What follows belongs to an exercise in optimizing a design on an open flow for small area; a production flow would make more cautious choices.
Only simulation tests tie the RTL to the original design; equivalence was not proved.
No activity file was given, so power comes from the tool's default toggle rates.

the baseline:
==> flow/design.v <==
`default_nettype none
package mmcm_drp_pkg;
   localparam int DRP_ADDR_W = 7;
   localparam int DRP_DATA_W = 16;
   typedef enum logic [1:0] {
      IDLE = 2'd0,
      BUSY = 2'd1,
      ACK  = 2'd2
   } drp_state_t;
   localparam logic [DRP_ADDR_W-1:0] CLKOUT0_REG1  = 7'h08;
   localparam logic [DRP_ADDR_W-1:0] CLKOUT0_REG2  = 7'h09;
   localparam logic [DRP_ADDR_W-1:0] DIVCLK        = 7'h16;
   localparam logic [DRP_ADDR_W-1:0] CLKFBOUT_REG1 = 7'h14;
   localparam logic [DRP_ADDR_W-1:0] POWER         = 7'h28;
endpackage
`default_nettype wire
`default_nettype none
module mmcm_drp_lock_model #(
   parameter int LOCK_DELAY = 64
) (
   input  logic clk,
   input  logic reset_n,
   input  logic rst_mmcm,
   output logic locked
);
   localparam int CW = $clog2(LOCK_DELAY);
   logic [CW-1:0] cnt;
   always_ff @(posedge clk or negedge reset_n) begin
      if (!reset_n) begin
         cnt    <= '0;
         locked <= 1'b0;
      end else if (rst_mmcm) begin
         cnt    <= '0;
         locked <= 1'b0;
      end else begin
         cnt    <= cnt + CW'(1);
         if (cnt == CW'(LOCK_DELAY - 1)) locked <= 1'b1;
      end
   end
endmodule
`default_nettype wire
`default_nettype none
module mmcm_drp_responder #(
   parameter int              RD_LATENCY = 3,
   parameter int              WR_LATENCY = 3,
   parameter int              LOCK_DELAY = 64,
   parameter logic [15:0]     INIT_WORD  = 16'h0
) (
   input  logic                  clk,
   input  logic                  reset_n,
   input  logic                  den,
   input  logic                  dwe,
   input  logic [mmcm_drp_pkg::DRP_ADDR_W-1:0] daddr,
   input  logic [mmcm_drp_pkg::DRP_DATA_W-1:0] din,
   output logic [mmcm_drp_pkg::DRP_DATA_W-1:0] dout,
   output logic                  drdy,
   input  logic                  rst_mmcm,
   output logic                  locked,
   output logic                  proto_err
);
   localparam int AW    = mmcm_drp_pkg::DRP_ADDR_W;
   localparam int DW    = mmcm_drp_pkg::DRP_DATA_W;
   localparam int WORDS = 2**AW;
   localparam int PORTS = WORDS / 4;
   logic            den_q;
   logic            busy1, busy2;
   logic            dwe_l;
   logic            cleared;
   logic [AW-1:0]   addr_l;
   logic [DW-1:0]   hold;
   logic            idle, den_rise, accept, held_change;
   assign idle        = ~(busy1 | busy2 | drdy);
   assign den_rise    = den & ~den_q;
   assign accept      = idle & den_rise;
   assign held_change = (busy1 | busy2) & den & den_q & ((dwe != dwe_l) || (daddr != addr_l));
   always_ff @(posedge clk or negedge reset_n) begin
      if (!reset_n) begin
         den_q     <= 1'b0;
         busy1     <= 1'b0;
         busy2     <= 1'b0;
         drdy      <= 1'b0;
         proto_err <= 1'b0;
      end else begin
         den_q <= den;
         busy1 <= accept;
         busy2 <= busy1;
         drdy  <= busy2;
         if ((den_rise & ~idle) | held_change) proto_err <= 1'b1;
      end
   end
   always_ff @(posedge clk) begin
      if (accept) begin
         dwe_l  <= dwe;
         addr_l <= daddr;
      end
   end
   logic [AW-1:0]    rot;
   logic [AW-1:0]    a_cur, pos;
   logic             hit, wr_go, rd_go;
   logic [PORTS-1:0] psel_w, psel_r;
   logic [DW-1:0]    src, src_n;
   always_ff @(posedge clk or negedge reset_n) begin
      if (!reset_n) rot <= '0;
      else          rot <= rot + AW'(1);
   end
   assign a_cur = idle ? daddr : addr_l;
   assign pos   = a_cur + rot;
   assign hit   = (pos[1:0] == 2'd0);
   assign wr_go = idle ? (den_rise & dwe) : dwe_l;
   assign rd_go = cleared & (idle ? ~dwe : ~dwe_l);
   assign src   = idle ? din : hold;
   assign src_n = ~src;
   always_comb begin
      for (int j = 0; j < PORTS; j++) begin
         psel_w[j] = wr_go && hit && (pos[AW-1:2] == (AW-2)'(j));
         psel_r[j] = rd_go && hit && (pos[AW-1:2] == (AW-2)'(j));
      end
   end
   always_ff @(posedge clk or negedge reset_n) begin
      if (!reset_n)              cleared <= 1'b0;
      else if (rot[1:0] == 2'd3) cleared <= 1'b1;
   end
   logic [DW-1:0]    slot [WORDS];
   for (genvar k = 0; k < WORDS; k++) begin : g_slot
      localparam int PREV = (k + WORDS - 1) % WORDS;
      if (k % 4 == 1) begin : g_port
         logic          wr_here, keep;
         logic [DW-1:0] d;
         assign wr_here = psel_w[k/4];
         assign keep    = cleared & ~wr_here;
         for (genvar b = 0; b < DW; b++) begin : g_bit
            if ((k / 4) % 2 == 0) begin : g_inv
               mmcm_drp_aoi22 u_gate (.a1(src[b]), .a2(wr_here), .b1(slot[PREV][b]), .b2(keep),
                                      .y(d[b]));
            end else begin : g_true
               mmcm_drp_oai22 u_gate (.a1(src_n[b]), .a2(~wr_here), .b1(slot[PREV][b]),
                                      .b2(~keep), .y(d[b]));
            end
         end
         always_ff @(posedge clk) slot[k] <= d;
      end else begin : g_pass
         always_ff @(posedge clk) slot[k] <= slot[PREV];
      end
   end
   logic [DW-1:0] tap;
   for (genvar b = 0; b < DW; b++) begin : g_tap
      logic [5:0] lo;    
      logic [7:0] hi;    
      logic       lo_a, lo_b, t1, t2;
      for (genvar g = 0; g < 4; g++) begin : g_t3
         mmcm_drp_aoi222 u_gate (
            .a1(psel_r[6*g]),     .a2(slot[24*g][b]),
            .b1(psel_r[6*g + 2]), .b2(slot[24*g + 8][b]),
            .c1(psel_r[6*g + 4]), .c2(slot[24*g + 16][b]),
            .y(lo[g]));
      end
      for (genvar g = 0; g < 2; g++) begin : g_t2
         mmcm_drp_aoi22 u_gate (
            .a1(psel_r[24 + 4*g]), .a2(slot[96 + 16*g][b]),
            .b1(psel_r[26 + 4*g]), .b2(slot[104 + 16*g][b]),
            .y(lo[4 + g]));
      end
      for (genvar g = 0; g < 8; g++) begin : g_i2
         mmcm_drp_oai22 u_gate (
            .a1(~psel_r[4*g + 1]), .a2(slot[16*g + 4][b]),
            .b1(~psel_r[4*g + 3]), .b2(slot[16*g + 12][b]),
            .y(hi[g]));
      end
      mmcm_drp_nor4  u_na (.a(hi[0]), .b(hi[1]), .c(hi[2]), .d(hi[3]), .y(lo_a));
      mmcm_drp_nor4  u_nb (.a(hi[4]), .b(hi[5]), .c(hi[6]), .d(hi[7]), .y(lo_b));
      mmcm_drp_nand4 u_t1 (.a(lo_a), .b(lo_b), .c(lo[0]), .d(lo[1]), .y(t1));
      mmcm_drp_nand4 u_t2 (.a(lo[2]), .b(lo[3]), .c(lo[4]), .d(lo[5]), .y(t2));
      assign tap[b] = t1 | t2;
   end
   always_ff @(posedge clk) begin
      if (idle & dwe) hold <= din;
      else            hold <= tap | (hold & {DW{~idle}});
   end
   assign dout = (drdy & ~dwe_l) ? (tap | hold) : '0;
   mmcm_drp_lock_model #(
      .LOCK_DELAY (LOCK_DELAY)
   ) u_lock (
      .clk      (clk),
      .reset_n  (reset_n),
      .rst_mmcm (rst_mmcm),
      .locked   (locked)
   );
endmodule
module mmcm_drp_aoi22 (
   input  logic a1, a2, b1, b2,
   output logic y
);
   assign y = ~((a1 & a2) | (b1 & b2));
endmodule
module mmcm_drp_oai22 (
   input  logic a1, a2, b1, b2,
   output logic y
);
   assign y = ~((a1 | a2) & (b1 | b2));
endmodule
module mmcm_drp_aoi222 (
   input  logic a1, a2, b1, b2, c1, c2,
   output logic y
);
   assign y = ~((a1 & a2) | (b1 & b2) | (c1 & c2));
endmodule
module mmcm_drp_nor4 (
   input  logic a, b, c, d,
   output logic y
);
   assign y = ~(a | b | c | d);
endmodule
module mmcm_drp_nand4 (
   input  logic a, b, c, d,
   output logic y
);
   assign y = ~(a & b & c & d);
endmodule
`default_nettype wire
Settings: LEC_CHECK=0, CAP_MARGIN=20, CORE_MARGIN=2, CORE_UTILIZATION=72, PLACE_DENSITY=0.8, SLEW_MARGIN=20, SYNTH_HIERARCHICAL=1; clock period 10.0 ns.
standard.sh (not shown) runs the stock make flow with config.mk's settings and CLKGATE_MAP_FILE= SYNTH_SCRIPT=/design/flow/synth_recipe.tcl, a recipe that flattens the netlist after the stock synthesis.
==> flow/flow/run.sh <==
#!/bin/bash
# The standard synthesis, then every combinational cell set to its smallest drive strength
# (the placer's repair steps size up what needs it), then the standard layout with clock tree
# synthesis told not to add dummy loads and to use mid-sized clock buffers with larger sink
# clusters, and the port buffers made with the smallest buffer. Each step's output goes to a log of its own here; ORFS's logs stay in orfs/logs.
set -euo pipefail
R=orfs/results/$FLOW_PLATFORM/mmcm_drp_responder/base
bash standard.sh synth > standard_synth.log 2>&1
python3 flow/downsize.py "$FLOW_HOME/platforms/$FLOW_PLATFORM/lib/sky130_fd_sc_hd__tt_025C_1v80.lib" \
  $R/1_2_yosys.v > downsize.log 2>&1
rm -f $R/1_synth.odb $R/1_synth.sdc
bash standard.sh \
  "CTS_ARGS=-sink_clustering_enable -repair_clock_nets -buf_list sky130_fd_sc_hd__clkbuf_8 -sink_clustering_size 16 -sink_clustering_max_diameter 45 -dont_use_dummy_load" \
  "BUFFER_PORTS_ARGS=-buffer_cell sky130_fd_sc_hd__buf_1" \
  finish > standard.log 2>&1
Other scripts of this flow, unchanged in this note and not shown: flow/flow/downsize.py
Ran to the end and failed final checks on negative setup slack: the baseline.
Inputs modified between the baseline and the candidate:
--- a/flow/design.v
+++ b/flow/design.v
@@ -63,10 +63,11 @@
    localparam int WORDS = 2**AW;
    localparam int PORTS = WORDS / 4;
    logic            den_q;
    logic            busy1, busy2;
    logic            dwe_l;
+   logic            zero_l;
    logic            cleared;
    logic [AW-1:0]   addr_l;
    logic [DW-1:0]   hold;
    logic            idle, den_rise, accept, held_change;
    assign idle        = ~(busy1 | busy2 | drdy);
@@ -89,10 +90,11 @@
       end
    end
    always_ff @(posedge clk) begin
       if (accept) begin
          dwe_l  <= dwe;
+         zero_l <= dwe | ~cleared;
          addr_l <= daddr;
       end
    end
    logic [AW-1:0]    rot;
    logic [AW-1:0]    a_cur, pos;
@@ -105,11 +107,11 @@
    end
    assign a_cur = idle ? daddr : addr_l;
    assign pos   = a_cur + rot;
    assign hit   = (pos[1:0] == 2'd0);
    assign wr_go = idle ? (den_rise & dwe) : dwe_l;
-   assign rd_go = cleared & (idle ? ~dwe : ~dwe_l);
+   assign rd_go = idle ? ~dwe : ~dwe_l;
    assign src   = idle ? din : hold;
    assign src_n = ~src;
    always_comb begin
       for (int j = 0; j < PORTS; j++) begin
          psel_w[j] = wr_go && hit && (pos[AW-1:2] == (AW-2)'(j));
@@ -174,11 +176,11 @@
    end
    always_ff @(posedge clk) begin
       if (idle & dwe) hold <= din;
       else            hold <= tap | (hold & {DW{~idle}});
    end
-   assign dout = (drdy & ~dwe_l) ? (tap | hold) : '0;
+   assign dout = (drdy & ~zero_l) ? (tap | hold) : '0;
    mmcm_drp_lock_model #(
       .LOCK_DELAY (LOCK_DELAY)
    ) u_lock (
       .clk      (clk),
       .reset_n  (reset_n),
### Flow results
No stage failed in the candidate, and the final checks on the layout all came back clean.
Going from the baseline to the candidate, sequential group share of total power now smaller; total routed wirelength went up.
The candidate and the baseline ended up with roughly the same buffer share of cell area.
The global-route wire length before repair in the baseline is 0.918 times that in the candidate.
Non-clock buffer count on the candidate is up relative to the baseline.
Against the baseline as the reference, the candidate delivers a higher share of post-route cells with drive strength above 1.
Clock network contribution to total cell area of the candidate is on par with the baseline.
The baseline has lower power than the candidate.

==> separate check: timing with driven ports <==
In the flow no input, the clock included, has a driving cell. The finished layouts below were timed again as built, in two steps. Step 1: set_driving_cell puts a clkbuf_16 on clk and a buf_2 on each other input, an assumption about the parent block. Step 2 also shifts input and output timing later by t, the mid clock arrival at the registers, as if the neighbouring blocks saw the same clock. Slacks: ideal / step 1 / step 2; pairs: ideal / step 1.
| run | t (ns) | setup slack, ns | hold slack, ns | clock arrival spread, ns |
|---|---|---|---|---|
| the baseline | 0.869 | -0.093 / -0.117 / -0.117 | 0.281 / 0.281 / 0.281 | 0.115 / 0.115 |
| the candidate | 0.874 | 0.291 / 0.269 / 0.269 | 0.257 / 0.257 / 0.257 | 0.146 / 0.146 |
For the baseline, which loses most, drivers alone change the setup slack by -0.024 ns; drivers and shift together by -0.024 ns.
